From an optimization exercise on the open Yosys and OpenROAD flow, aimed at small area, a short achievable clock period and few clock cycles; shortcuts taken in it are not production practice. No functional check of the RTL was part of any run shown here.

## flow/design.v (module list and top-level ports; edited modules follow where they fit)
// module dot8: 1602 lines
// module fa1: 10 lines
// module ha1n: 9 lines
// module hex_seg: 28 lines
// module minilab_top: 66 lines
module minilab_top (
  input  logic        CLOCK_50,
  input  logic        KEY,
  input  logic [9:0]  SW,
  output logic        LEDR,
  output logic [6:0]  HEX0,
  output logic [6:0]  HEX1,
  output logic [6:0]  HEX2,
  output logic [6:0]  HEX3,
  output logic [6:0]  HEX4,
  output logic [6:0]  HEX5,
  output logic        mem_read,
  output logic [31:0] mem_address,
  input  logic [63:0] mem_readdata,
  input  logic        mem_readdatavalid,
  input  logic        mem_waitrequest
);
  // ...
==> flow/run.sh <==
#!/bin/bash
# synth_recipe.tcl (not shown) runs the flow's synth.tcl, then flattens the netlist and writes it again
# the make line also repeats each setting of config.mk as NAME=value (left out here)
make -C /OpenROAD-flow-scripts/flow DESIGN_CONFIG=/design/flow/config.mk WORK_HOME=/design/flow/orfs CLKGATE_MAP_FILE= SYNTH_SCRIPT=/design/flow/synth_recipe.tcl finish
==> flow/config.mk <==
export PLATFORM = sky130hd
export DESIGN_NAME = minilab_top
export DESIGN_NICKNAME = minilab_top
export VERILOG_FILES = /design/flow/design.v
export SDC_FILE = /design/flow/constraint.sdc
export NUM_CORES = 4
export LEC_CHECK = 0
export ABC_CLOCK_PERIOD_IN_PS = 4700
export CAP_MARGIN = 20
export CORE_MARGIN = 2
export CORE_UTILIZATION = 40
export SETUP_SLACK_MARGIN = 3.3
export SLEW_MARGIN = 20
export SYNTH_HIERARCHICAL = 1
==> flow/constraint.sdc <==
create_clock -name core_clock -period 8.0 [get_ports {CLOCK_50}]
set_input_delay 1.6000 -clock core_clock [delete_from_list [all_inputs] [get_ports {CLOCK_50}]]
set_output_delay 1.6000 -clock core_clock [all_outputs]
set_load 0.01 [all_outputs]
==> impl_metrics.env, run 1 <==
export IMPL_status="complete, no violations"
export IMPL_cp_slowest_cell="mux4_2"
export IMPL_slowest_delay_ns=0.48
export IMPL_hold_end="rd_cnt[3]"
export IMPL_drt_met1_wl_mm=27.8
export IMPL_cp_arrival_ns=3.60
export IMPL_clk_share_pct=3.66
export IMPL_fp_dieArea_um2=61600
export IMPL_crit_path_end_kind="output pin"
export IMPL_grt_overflow_total=0
export IMPL_cts_buffers=30
export IMPL_hold_violations=0
export IMPL_syn_area_per_cell_um2=12.7
export IMPL_cts_sinks=268
export IMPL_setup_slack_ns=2.80
export IMPL_holdPathStages=1
export IMPL_reg2reg_from="u_dot.r937"
export IMPL_grt_antenna_before_repair=2
export IMPL_synth_seq_cells=268
export IMPL_grt_use_met3_pct=5.03
export IMPL_initial_utilization_pct=40.4
export IMPL_hold_path_class="reg2reg"
export IMPL_largest_register="res"
export IMPL_multi_input_area_share_pct=58.5
export IMPL_antenna_left=0
export IMPL_layout_nonclk_buf_share_pct=6.17
export IMPL_clock_fmax_ghz=0.192
export IMPL_synthDistinctLibCells=63
export IMPL_cts_setup_buffers=49
export IMPL_fin_nets=2573
export IMPL_nFlopsAndLatches=268
export IMPL_dp_hpwl_mm=54.7
export IMPL_multi_input_cells=1384
==> run 2, diff against run 1 <==
--- a/flow/design.v
+++ b/flow/design.v
@@ -907,114 +907,88 @@
   logic s893;
   logic c894;
   logic s895;
   logic c896;
   logic s897;
   logic c898;
   logic s899;
   logic c900;
-  logic s963;
-  logic c964;
-  logic s965;
-  logic c966;
-  logic s967;
-  logic c968;
-  logic s969;
-  logic c970;
-  logic s971;
-  logic c972;
-  logic s973;
-  logic c974;
-  logic s975;
-  logic c976;
-  logic s977;
-  logic c978;
-  logic s979;
-  logic c980;
-  logic s981;
-  logic c982;
-  logic s983;
-  logic c984;
-  logic s985;
-  logic c986;
-  logic s987;
-  logic c988;
-  logic s989;
-  logic c990;
-  logic s991;
-  logic c992;
-  logic s993;
-  logic c994;
-  logic s995;
-  logic c996;
-  logic s997;
-  logic c998;
-  logic s999;
-  logic c1000;
-  logic s1001;
-  logic c1002;
-  logic s1003;
-  logic c1004;
-  logic s1005;
-  logic c1006;
-  logic s1007;
-  logic c1008;
-  logic s1009;
-  logic c1010;
-  logic s1011;
-  logic c1012;
-  logic s1013;
-  logic c1014;
-  logic s1015;
-  logic c1016;
-  logic s1017;
-  logic c1018;
-  logic s1019;
-  logic c1020;
-  logic s1021;
-  logic c1022;
-  logic s1023;
-  logic c1024;
-  logic s1025;
-  logic c1026;
-  logic s1027;
-  logic c1028;
-  logic s1029;
-  logic c1030;
-  logic s1031;
-  logic c1032;
-  logic s1033;
-  logic c1034;
-  logic r901;
-  logic r902;
-  logic r903;
-  logic r904;
-  logic r905;
-  logic r906;
-  logic r907;
-  logic r908;
-  logic r909;
-  logic r910;
-  logic r911;
-  logic r912;
-  logic r913;
-  logic r914;
-  logic r915;
-  logic r916;
-  logic r917;
-  logic r918;
-  logic r919;
-  logic r920;
-  logic r921;
-  logic r922;
-  logic r923;
-  logic r924;
-  logic r925;
-  logic r926;
+  logic s901;
+  logic c902;
+  logic s903;
+  logic c904;
+  logic s905;
+  logic c906;
+  logic s907;
+  logic c908;
+  logic s909;
+  logic c910;
+  logic s911;
+  logic c912;
+  logic s913;
+  logic c914;
+  logic s915;
+  logic c916;
+  logic s917;
+  logic c918;
+  logic s919;
+  logic c920;
+  logic s921;
+  logic c922;
+  logic s923;
+  logic c924;
+  logic s925;
+  logic c926;
+  logic s976;
+  logic c977;
+  logic s978;
+  logic c979;
+  logic s980;
+  logic c981;
+  logic s982;
+  logic c983;
+  logic s984;
+  logic c985;
+  logic s986;
+  logic c987;
+  logic s988;
+  logic c989;
+  logic s990;
+  logic c991;
+  logic s992;
+  logic c993;
+  logic s994;
+  logic c995;
+  logic s996;
+  logic c997;
+  logic s998;
+  logic c999;
+  logic s1000;
+  logic c1001;
+  logic s1002;
+  logic c1003;
+  logic s1004;
+  logic c1005;
+  logic s1006;
+  logic c1007;
+  logic s1008;
+  logic c1009;
+  logic s1010;
+  logic c1011;
+  logic s1012;
+  logic c1013;
+  logic s1014;
+  logic c1015;
+  logic s1016;
+  logic c1017;
+  logic s1018;
+  logic c1019;
+  logic s1020;
+  logic c1021;
   logic r927;
   logic r928;
   logic r929;
   logic r930;
   logic r931;
   logic r932;
   logic r933;
   logic r934;
@@ -1041,79 +1015,79 @@
   logic r955;
   logic r956;
   logic r957;
   logic r958;
   logic r959;
   logic r960;
   logic r961;
   logic r962;
+  logic r963;
+  logic r964;
+  logic r965;
+  logic r966;
+  logic r967;
+  logic r968;
+  logic r969;
+  logic r970;
+  logic r971;
+  logic r972;
+  logic r973;
+  logic r974;
+  logic r975;
   always_ff @(posedge clk) begin
-    r901 <= s3;
-    r902 <= s331;
-    r903 <= s697;
-    r904 <= s795;
-    r905 <= c796;
-    r906 <= s797;
-    r907 <= s855;
-    r908 <= c856;
-    r909 <= s857;
-    r910 <= s859;
-    r911 <= c858;
-    r912 <= c860;
-    r913 <= s861;
-    r914 <= s863;
-    r915 <= c862;
-    r916 <= c864;
-    r917 <= s815;
-    r918 <= s865;
-    r919 <= s867;
-    r920 <= c866;
-    r921 <= c868;
-    r922 <= s819;
-    r923 <= s821;
-    r924 <= s869;
-    r925 <= s871;
-    r926 <= c870;
-    r927 <= c872;
-    r928 <= s829;
-    r929 <= s873;
-    r930 <= s875;
-    r931 <= c874;
-    r932 <= c876;
-    r933 <= s877;
-    r934 <= s879;
-    r935 <= s881;
-    r936 <= c878;
-    r937 <= c880;
-    r938 <= c882;
-    r939 <= s839;
-    r940 <= s841;
-    r941 <= s883;
-    r942 <= s885;
-    r943 <= c884;
-    r944 <= c886;
-    r945 <= s845;
-    r946 <= s887;
-    r947 <= s889;
-    r948 <= c888;
-    r949 <= c890;
-    r950 <= s891;
-    r951 <= s893;
-    r952 <= c892;
-    r953 <= c894;
-    r954 <= c850;
-    r955 <= s851;
-    r956 <= s895;
-    r957 <= c896;
-    r958 <= s853;
-    r959 <= s897;
-    r960 <= c898;
-    r961 <= s899;
-    r962 <= c900;
+    r927 <= s3;
+    r928 <= s331;
+    r929 <= s697;
+    r930 <= s795;
+    r931 <= c796;
+    r932 <= s797;
+    r933 <= s855;
+    r934 <= s901;
+    r935 <= c902;
+    r936 <= s863;
+    r937 <= s903;
+    r938 <= c904;
+    r939 <= c864;
+    r940 <= s867;
+    r941 <= s905;
+    r942 <= c906;
+    r943 <= s907;
+    r944 <= s909;
+    r945 <= c908;
+    r946 <= c910;
+    r947 <= s873;
+    r948 <= s875;
+    r949 <= s911;
+    r950 <= c912;
+    r951 <= s879;
+    r952 <= s881;
+    r953 <= s913;
+    r954 <= c914;
+    r955 <= s885;
+    r956 <= s915;
+    r957 <= s917;
+    r958 <= c916;
+    r959 <= c918;
+    r960 <= c886;
+    r961 <= s889;
+    r962 <= s919;
+    r963 <= c920;
+    r964 <= s893;
+    r965 <= s921;
+    r966 <= c922;
+    r967 <= s895;
+    r968 <= c894;
+    r969 <= s923;
+    r970 <= c924;
+    r971 <= s925;
+    r972 <= c926;
+    r973 <= c898;
+    r974 <= s899;
+    r975 <= c900;
   end
   fa1 u_s1 (.a(pn[0][0][0]), .b(pn[1][0][0]), .c(pn[2][0][0]), .s(s1), .co(c2));
   fa1 u_s3 (.a(pn[3][0][0]), .b(pn[4][0][0]), .c(pn[5][0][0]), .s(s3), .co(c4));
   fa1 u_s5 (.a(pn[0][0][1]), .b(pn[0][1][0]), .c(pn[1][0][1]), .s(s5), .co(c6));
   fa1 u_s7 (.a(pn[1][1][0]), .b(pn[2][0][1]), .c(pn[2][1][0]), .s(s7), .co(c8));
   fa1 u_s9 (.a(pn[3][0][1]), .b(pn[3][1][0]), .c(pn[4][0][1]), .s(s9), .co(c10));
   fa1 u_s11 (.a(pn[4][1][0]), .b(pn[5][0][1]), .c(pn[5][1][0]), .s(s11), .co(c12));
   fa1 u_s13 (.a(pn[6][0][1]), .b(pn[6][1][0]), .c(pn[7][0][1]), .s(s13), .co(c14));
@@ -1555,55 +1529,55 @@
   fa1 u_s885 (.a(c834), .b(s837), .c(c836), .s(s885), .co(c886));
   fa1 u_s887 (.a(s781), .b(s783), .c(c838), .s(s887), .co(c888));
   fa1 u_s889 (.a(c840), .b(s843), .c(c842), .s(s889), .co(c890));
   fa1 u_s891 (.a(c784), .b(s787), .c(c844), .s(s891), .co(c892));
   fa1 u_s893 (.a(s847), .b(c846), .c(s849), .s(s893), .co(c894));
   fa1 u_s895 (.a(s789), .b(s791), .c(c848), .s(s895), .co(c896));
   fa1 u_s897 (.a(s793), .b(c792), .c(c852), .s(s897), .co(c898));
   fa1 u_s899 (.a(c696), .b(c794), .c(c854), .s(s899), .co(c900));
-  ha1n u_s963 (.a(r936), .b(r937), .s(s963), .co(c964));
-  ha1n u_s965 (.a(r915), .b(r916), .s(s965), .co(c966));
-  fa1 u_s967 (.a(r920), .b(r921), .c(r922), .s(s967), .co(c968));
-  ha1n u_s969 (.a(r923), .b(r924), .s(s969), .co(c970));
-  fa1 u_s971 (.a(r926), .b(r927), .c(r928), .s(s971), .co(c972));
-  ha1n u_s973 (.a(r929), .b(r930), .s(s973), .co(c974));
-  fa1 u_s975 (.a(r931), .b(r932), .c(r933), .s(s975), .co(c976));
-  ha1n u_s977 (.a(r934), .b(r935), .s(s977), .co(c978));
-  fa1 u_s979 (.a(r938), .b(r939), .c(r940), .s(s979), .co(c980));
-  fa1 u_s981 (.a(r941), .b(r942), .c(s963), .s(s981), .co(c982));
-  fa1 u_s983 (.a(r943), .b(r944), .c(r945), .s(s983), .co(c984));
-  fa1 u_s985 (.a(r946), .b(r947), .c(c964), .s(s985), .co(c986));
-  fa1 u_s987 (.a(r948), .b(r949), .c(r950), .s(s987), .co(c988));
-  fa1 u_s989 (.a(r952), .b(r953), .c(r954), .s(s989), .co(c990));
-  ha1n u_s991 (.a(r911), .b(r912), .s(s991), .co(c992));
-  fa1 u_s993 (.a(r917), .b(r918), .c(r919), .s(s993), .co(c994));
-  fa1 u_s995 (.a(r925), .b(c966), .c(s969), .s(s995), .co(c996));
-  fa1 u_s997 (.a(c970), .b(s973), .c(c968), .s(s997), .co(c998));
-  fa1 u_s999 (.a(c974), .b(s977), .c(c972), .s(s999), .co(c1000));
-  fa1 u_s1001 (.a(c978), .b(c976), .c(s979), .s(s1001), .co(c1002));
-  fa1 u_s1003 (.a(c980), .b(s983), .c(c982), .s(s1003), .co(c1004));
-  fa1 u_s1005 (.a(r951), .b(c984), .c(s987), .s(s1005), .co(c1006));
-  fa1 u_s1007 (.a(r955), .b(r956), .c(c988), .s(s1007), .co(c1008));
-  fa1 u_s1009 (.a(r957), .b(r958), .c(r959), .s(s1009), .co(c1010));
-  ha1n u_s1011 (.a(r908), .b(r909), .s(s1011), .co(c1012));
-  fa1 u_s1013 (.a(r913), .b(r914), .c(s991), .s(s1013), .co(c1014));
-  fa1 u_s1015 (.a(c992), .b(s965), .c(s993), .s(s1015), .co(c1016));
-  fa1 u_s1017 (.a(c994), .b(s967), .c(s995), .s(s1017), .co(c1018));
-  fa1 u_s1019 (.a(s971), .b(c996), .c(s997), .s(s1019), .co(c1020));
-  fa1 u_s1021 (.a(s975), .b(c998), .c(s999), .s(s1021), .co(c1022));
-  fa1 u_s1023 (.a(c1000), .b(s981), .c(s1001), .s(s1023), .co(c1024));
-  fa1 u_s1025 (.a(s985), .b(c1002), .c(s1003), .s(s1025), .co(c1026));
-  fa1 u_s1027 (.a(c986), .b(s1005), .c(c1004), .s(s1027), .co(c1028));
-  fa1 u_s1029 (.a(s989), .b(c1006), .c(s1007), .s(s1029), .co(c1030));
-  fa1 u_s1031 (.a(c990), .b(s1009), .c(c1008), .s(s1031), .co(c1032));
-  fa1 u_s1033 (.a(r960), .b(r961), .c(c1010), .s(s1033), .co(c1034));
+  fa1 u_s901 (.a(s857), .b(c856), .c(s859), .s(s901), .co(c902));
+  fa1 u_s903 (.a(c858), .b(s861), .c(c860), .s(s903), .co(c904));
+  fa1 u_s905 (.a(c862), .b(s815), .c(s865), .s(s905), .co(c906));
+  fa1 u_s907 (.a(s819), .b(s821), .c(c866), .s(s907), .co(c908));
+  fa1 u_s909 (.a(s869), .b(c868), .c(s871), .s(s909), .co(c910));
+  fa1 u_s911 (.a(c870), .b(s829), .c(c872), .s(s911), .co(c912));
+  fa1 u_s913 (.a(c874), .b(s877), .c(c876), .s(s913), .co(c914));
+  fa1 u_s915 (.a(s839), .b(s841), .c(c878), .s(s915), .co(c916));
+  fa1 u_s917 (.a(s883), .b(c880), .c(c882), .s(s917), .co(c918));
+  fa1 u_s919 (.a(s845), .b(c884), .c(s887), .s(s919), .co(c920));
+  fa1 u_s921 (.a(c888), .b(s891), .c(c890), .s(s921), .co(c922));
+  fa1 u_s923 (.a(c850), .b(s851), .c(c892), .s(s923), .co(c924));
+  fa1 u_s925 (.a(s853), .b(c896), .c(s897), .s(s925), .co(c926));
+  ha1n u_s976 (.a(r945), .b(r946), .s(s976), .co(c977));
+  ha1n u_s978 (.a(r950), .b(r951), .s(s978), .co(c979));
+  ha1n u_s980 (.a(r954), .b(r955), .s(s980), .co(c981));
+  fa1 u_s982 (.a(r958), .b(r959), .c(r960), .s(s982), .co(c983));
+  ha1n u_s984 (.a(r938), .b(r939), .s(s984), .co(c985));
+  ha1n u_s986 (.a(r942), .b(r943), .s(s986), .co(c987));
+  fa1 u_s988 (.a(r947), .b(r948), .c(r949), .s(s988), .co(c989));
+  fa1 u_s990 (.a(r952), .b(r953), .c(c977), .s(s990), .co(c991));
+  fa1 u_s992 (.a(r956), .b(r957), .c(c979), .s(s992), .co(c993));
+  fa1 u_s994 (.a(r961), .b(r962), .c(c981), .s(s994), .co(c995));
+  fa1 u_s996 (.a(r963), .b(r964), .c(r965), .s(s996), .co(c997));
+  fa1 u_s998 (.a(r966), .b(r967), .c(r968), .s(s998), .co(c999));
+  ha1n u_s1000 (.a(r935), .b(r936), .s(s1000), .co(c1001));
+  fa1 u_s1002 (.a(r940), .b(r941), .c(s984), .s(s1002), .co(c1003));
+  fa1 u_s1004 (.a(r944), .b(c985), .c(s986), .s(s1004), .co(c1005));
+  fa1 u_s1006 (.a(c987), .b(s976), .c(s988), .s(s1006), .co(c1007));
+  fa1 u_s1008 (.a(s978), .b(c989), .c(s990), .s(s1008), .co(c1009));
+  fa1 u_s1010 (.a(s980), .b(c991), .c(s992), .s(s1010), .co(c1011));
+  fa1 u_s1012 (.a(s982), .b(c993), .c(s994), .s(s1012), .co(c1013));
+  fa1 u_s1014 (.a(c983), .b(s996), .c(c995), .s(s1014), .co(c1015));
+  fa1 u_s1016 (.a(r969), .b(c997), .c(s998), .s(s1016), .co(c1017));
+  fa1 u_s1018 (.a(r970), .b(r971), .c(c999), .s(s1018), .co(c1019));
+  fa1 u_s1020 (.a(r972), .b(r973), .c(r974), .s(s1020), .co(c1021));
   logic [18:0] x, z;
-  assign x = {1'b0, ~c1034, ~c1032, ~c1030, ~c1028, ~c1026, ~c1024, ~c1022, ~c1020, ~c1018, ~c1016, ~c1014, ~c1012, ~r910, ~r907, ~r905, ~r904, ~r903, ~r901};
-  assign z = {1'b0, ~r962, ~s1033, ~s1031, ~s1029, ~s1027, ~s1025, ~s1023, ~s1021, ~s1019, ~s1017, ~s1015, ~s1013, ~s1011, 1'b0, ~r906, 1'b0, 1'b0, ~r902};
+  assign x = {1'b0, ~c1021, ~c1019, ~c1017, ~c1015, ~c1013, ~c1011, ~c1009, ~c1007, ~c1005, ~c1003, ~c1001, ~r937, ~r934, ~r933, ~r931, ~r930, ~r929, ~r927};
+  assign z = {1'b0, ~r975, ~s1020, ~s1018, ~s1016, ~s1014, ~s1012, ~s1010, ~s1008, ~s1006, ~s1004, ~s1002, ~s1000, 1'b0, 1'b0, ~r932, 1'b0, 1'b0, ~r928};
   assign y = x + z;
 endmodule
 module fa1 (
   input  logic a,
   input  logic b,
   input  logic c,
   output logic s,
   output logic co
==> flow/flow/run.sh (new file) <==
#!/bin/bash
# The standard layout, except that the port buffers are buf_4 cells instead of
# the delay cells ORFS picks by default (which the timing repair, restricted to
# cells of the same footprint, cannot replace). Everything else is standard.sh.
set -euo pipefail
export BUFFER_PORTS_ARGS="-buffer_cell sky130_fd_sc_hd__buf_4"
bash standard.sh synth > standard_synth.log 2>&1
bash standard.sh > standard_layout.log 2>&1
==> flow/standard.sh (new file) <==
#!/bin/bash
# synth_recipe.tcl (not shown) runs the flow's synth.tcl, then flattens the netlist and writes it again
# the make line also repeats each setting of config.mk as NAME=value (left out here)
make -C /OpenROAD-flow-scripts/flow DESIGN_CONFIG=/design/flow/config.mk WORK_HOME=/design/flow/orfs CLKGATE_MAP_FILE= SYNTH_SCRIPT=/design/flow/synth_recipe.tcl "${@:-finish}"
removed: flow/run.sh
==> run 2 against run 1 <==
Net effect:
- final cell count decreased by 0.25%
- still clean on timing, DRC and antenna
- cell area increased by 2.6%
- largest cell class unchanged
- area after synthesis decreased by 0.98%
- routed wire length decreased by 2.5%
- count of clock-buffer cells in the layout decreased by 1
- non-clock buffer count increased by 3
- hold slack improved by 0.0016 ns
- register-to-register slack got worse by 0.13 ns
- core utilization increased by 1.5 points
- synthesized cell count decreased by 0.32%
==> impl_metrics.env, run 2 <==
export IMPL_status="complete, no violations"
export IMPL_insertion_delay_ns=0.60
export IMPL_maxCapViolCount=0
export IMPL_fin_util_pct=48.1
export IMPL_period_minus_slack_ns=4.98
export IMPL_boundaryPins=154
export IMPL_core_um2=58700
export IMPL_clock_fmax_ghz=0.201
export IMPL_maxSlewViolCount=0
export IMPL_hold_ws_ns=0.515
export IMPL_cts_reportedPaths_clkPinSlew_ns=0.06
export IMPL_via_per_inst=5.41
export IMPL_holdPathStages=1
export IMPL_vias=14900
export IMPL_die_w_um=247
export IMPL_grt_usage_pct=23.1
export IMPL_nFillCells=5084
export IMPL_hold_path_class="reg2reg"
export IMPL_period_share_pct=62.3
export IMPL_hold_violations=0
export IMPL_synth_area_top_cells="fa_1 41%, edfxtp_1 25%, nand2_1 8.5%"
export IMPL_drt_pass1_iterations=7
export IMPL_cts_hold_buf=0
export IMPL_drive_above_1_share_pct=37.0
export IMPL_synth_cells=1873
export IMPL_root_buffer="clkbuf_16"
export IMPL_routedWlPerCell_um=24.8
export IMPL_dp_cells=2620
export IMPL_gp_congestion=0.948
export IMPL_cp_required_ns=6.40
export IMPL_yosysMostFrequentCell="nand2_1"
export IMPL_die_y_um=247
export IMPL_grt_antenna_before_repair=1
export IMPL_postSynth_asyncResetShare_pct=3.53
export IMPL_synthDominantAreaCellType="fa_1"
export IMPL_synth_seq_cells=255
export IMPL_fin_skew_ns=0.0367
export IMPL_synth_common_cells="534 x nand2_1, 480 x fa_1, 197 x edfxtp_1, 129 x clkbuf_1, 69 x inv_1"
export IMPL_cts_sinks=255
export IMPL_synthDistinctLibCells=60
export IMPL_tightestPinTransition_ns=1.04
export IMPL_rows=89
export IMPL_timing_rr_end="u_dot.r953"
export IMPL_numPortBuffers=118
export IMPL_drc=0
export IMPL_path_max_fanout=6
export IMPL_syn_area_um2=23600
export IMPL_mostFrequentLayoutCell="nand2_1"
export IMPL_synth_ff_type="edfxtp_1"
export IMPL_cts_tree="done"
export IMPL_antenna_left=0
export IMPL_fin_nets=2566
export IMPL_crit_path_end_kind="output pin"
export IMPL_grt_pass1_wl_mm=104
export IMPL_cp_arrival_ns=3.38
export IMPL_reg2reg_from="b_q[60]"
export IMPL_synth_edff_count=197
export IMPL_final_setup_tns_ns=0
export IMPL_hold_start="rd_cnt[3]"
export IMPL_rrSetupSlack_ns=3.67
export IMPL_dp_hpwl_mm=54.1
export IMPL_grt_pass1_vias=16900
export IMPL_yosysTopAreaCellShare_pct=40.7
export IMPL_finalSetupViolCount=0
export IMPL_syn_area_per_cell_um2=12.6
export IMPL_final_cells=2747
export IMPL_synth_warnings=12
export IMPL_grt_overflow_total=0
export IMPL_syn2layout_area_growth_pct=19.5
export IMPL_top_regs="res: 133 flops, b_q: 64 flops"
export IMPL_ys_seq_area_share_pct=30.1
export IMPL_layout_common_cells="489 x nand2_1, 261 x fa_2, 219 x fa_1, 197 x edfxtp_1, 121 x buf_4"
export IMPL_ff2ff_path_depth=8
export IMPL_clockBufferDepth=3
export IMPL_initial_utilization_pct=40.3
export IMPL_routed_wl_mm=68.2
export IMPL_largest_register="res"
export IMPL_cts_buffers=28
export IMPL_start_kind="input port"
export IMPL_relSlewSlack_pct=29.7
export IMPL_largest_reg_flops=133
export IMPL_grt_max_degree=66
export IMPL_crit_type="in2out"
export IMPL_hold_end="rd_cnt[3]"
export IMPL_drtIter0Drc=1093
export IMPL_rsz0062_at_grt="yes"
export IMPL_fp_dieArea_um2=61000
export IMPL_cts_max_level=1
==> run 2: cell types whose count changed in the layout (fill, tap and decap cells not counted), sizes merged, moves of 13 or more <==
cell and change:
buf +77, inv -13, clkdlybuf4s15 -24, dfxtp -13
clkdlybuf4s50 -16, clkbuf -27
==> run 2: through the flow <==
| step | area, um2 | setup slack [ns] |
|---|---|---|
| after CTS | 27900 | 2.98 |
| after detailed placement | 26000 | 2.29 |
| after global placement | 26000 | 2.30 |
| final | 28200 | 3.02 |
| after global routing | 28200 | 2.96 |
| after floorplan | 25600 | 2.87 |
==> run 2: timing repair <==
action / 4_1_cts / 5_1_grt
setup buffers: 60 / 10
pin swaps: 43 / 60
gates cloned: 4 / 0
endpoints found under the setup margin: 39 / 41
resized for setup: 112 / 81
==> run 2: critical path: stages <==
cell,delay [ns]
buf_16,0.12
mux4_2,0.53
mux2_4,0.35
ha_4,0.18
mux2_4,0.27
nand2_4,0.07
o311ai_4,0.08
buf_4,0.18
==> run 2: logic make-up after synthesis <==
family | synth area share, %
and+or+nand+nor | 10.5
other | 0.0318
xor gates and xnor gates | 0.741
AOI/OAI and AO/OA | 3.16
muxes | 6.78
buffers and inverters | 4.97
adders and majority gates | 43.7
DFF | 30.1
==> run 2: Yosys stat by module, one instance, submodules excluded <==
module | flip-flops and latches | cells | cell area (um2) | times used
ha1n | 0 | 5 | 27.5 | 6
fa1 | 0 | 1 | 20.0 | 480
hex_seg | 0 | 33 | 278 | 5
minilab_top | 206 | 375 | 8200 | 1
dot8 | 49 | 823 | 4270 | 1
==> run 2: per-layer routing <==
metal	track usage, %	part of all wire [%]	vias to the layer above
li1	-	-	6154
met1	30.7	42	7960
met2	38.6	49	589
met3	3.82	6.2	158
met4	7.48	3.4	0
met5	0	0	-
==> run 2: how the worst max path moves through the flow <==
stage / startpoint / to / slack, ns / depth (start not counted)
floorplan: mem_readdata[17] / u_dot.r934 / 2.87 / 9
global placement: SW[1] / HEX0[1] / 2.30 / 9
detailed placement: SW[1] / HEX0[1] / 2.29 / 9
CTS: SW[1] / HEX0[4] / 2.98 / 8
global route: SW[1] / HEX0[1] / 2.96 / 9
finish: SW[1] / HEX0[4] / 3.02 / 8
==> run 2: area by class of cell <==
type,instances,area (um2),area share [%]
tap,773,967,3.42
clock buffer,35,727,2.57
antenna,1,2.50,0.00886
timing repair buffer,196,1970,6.97
multi-input combinational,1396,16900,59.9
sequential,255,7120,25.2
clock inverter,17,195,0.691
inverter,74,343,1.21

[re-timing with driven ports]
In the flow no input, the clock included, has a driving cell. The finished layouts below were timed again as built, in two steps. Step 1: set_driving_cell puts a clkbuf_16 on CLOCK_50 and a buf_2 on each other input, an assumption about the parent block. Step 2 moves the port delays by t, midway between the first and last clock arrival at a register: inputs arrive t later, outputs are due t later. That takes back most of the time a late clock gives input paths. Slacks: ideal ports / drivers / drivers and shift; pairs: ideal ports / drivers.
| run | shift t [ns] | setup WS [ns] | worst setup path after step 2 | worst data-port slew with drivers (ns) |
|---|---|---|---|---|
| run 1 | 0.649 | 2.800 / 2.740 / 2.668 | input to register | 0.09 |
| run 2 | 0.638 | 3.018 / 2.632 / 2.612 | input to register | 0.43 |
After both steps every run listed still meets setup and hold. For run 2, which loses most, drivers alone change the setup slack by -0.386 ns; drivers and shift together by -0.406 ns.
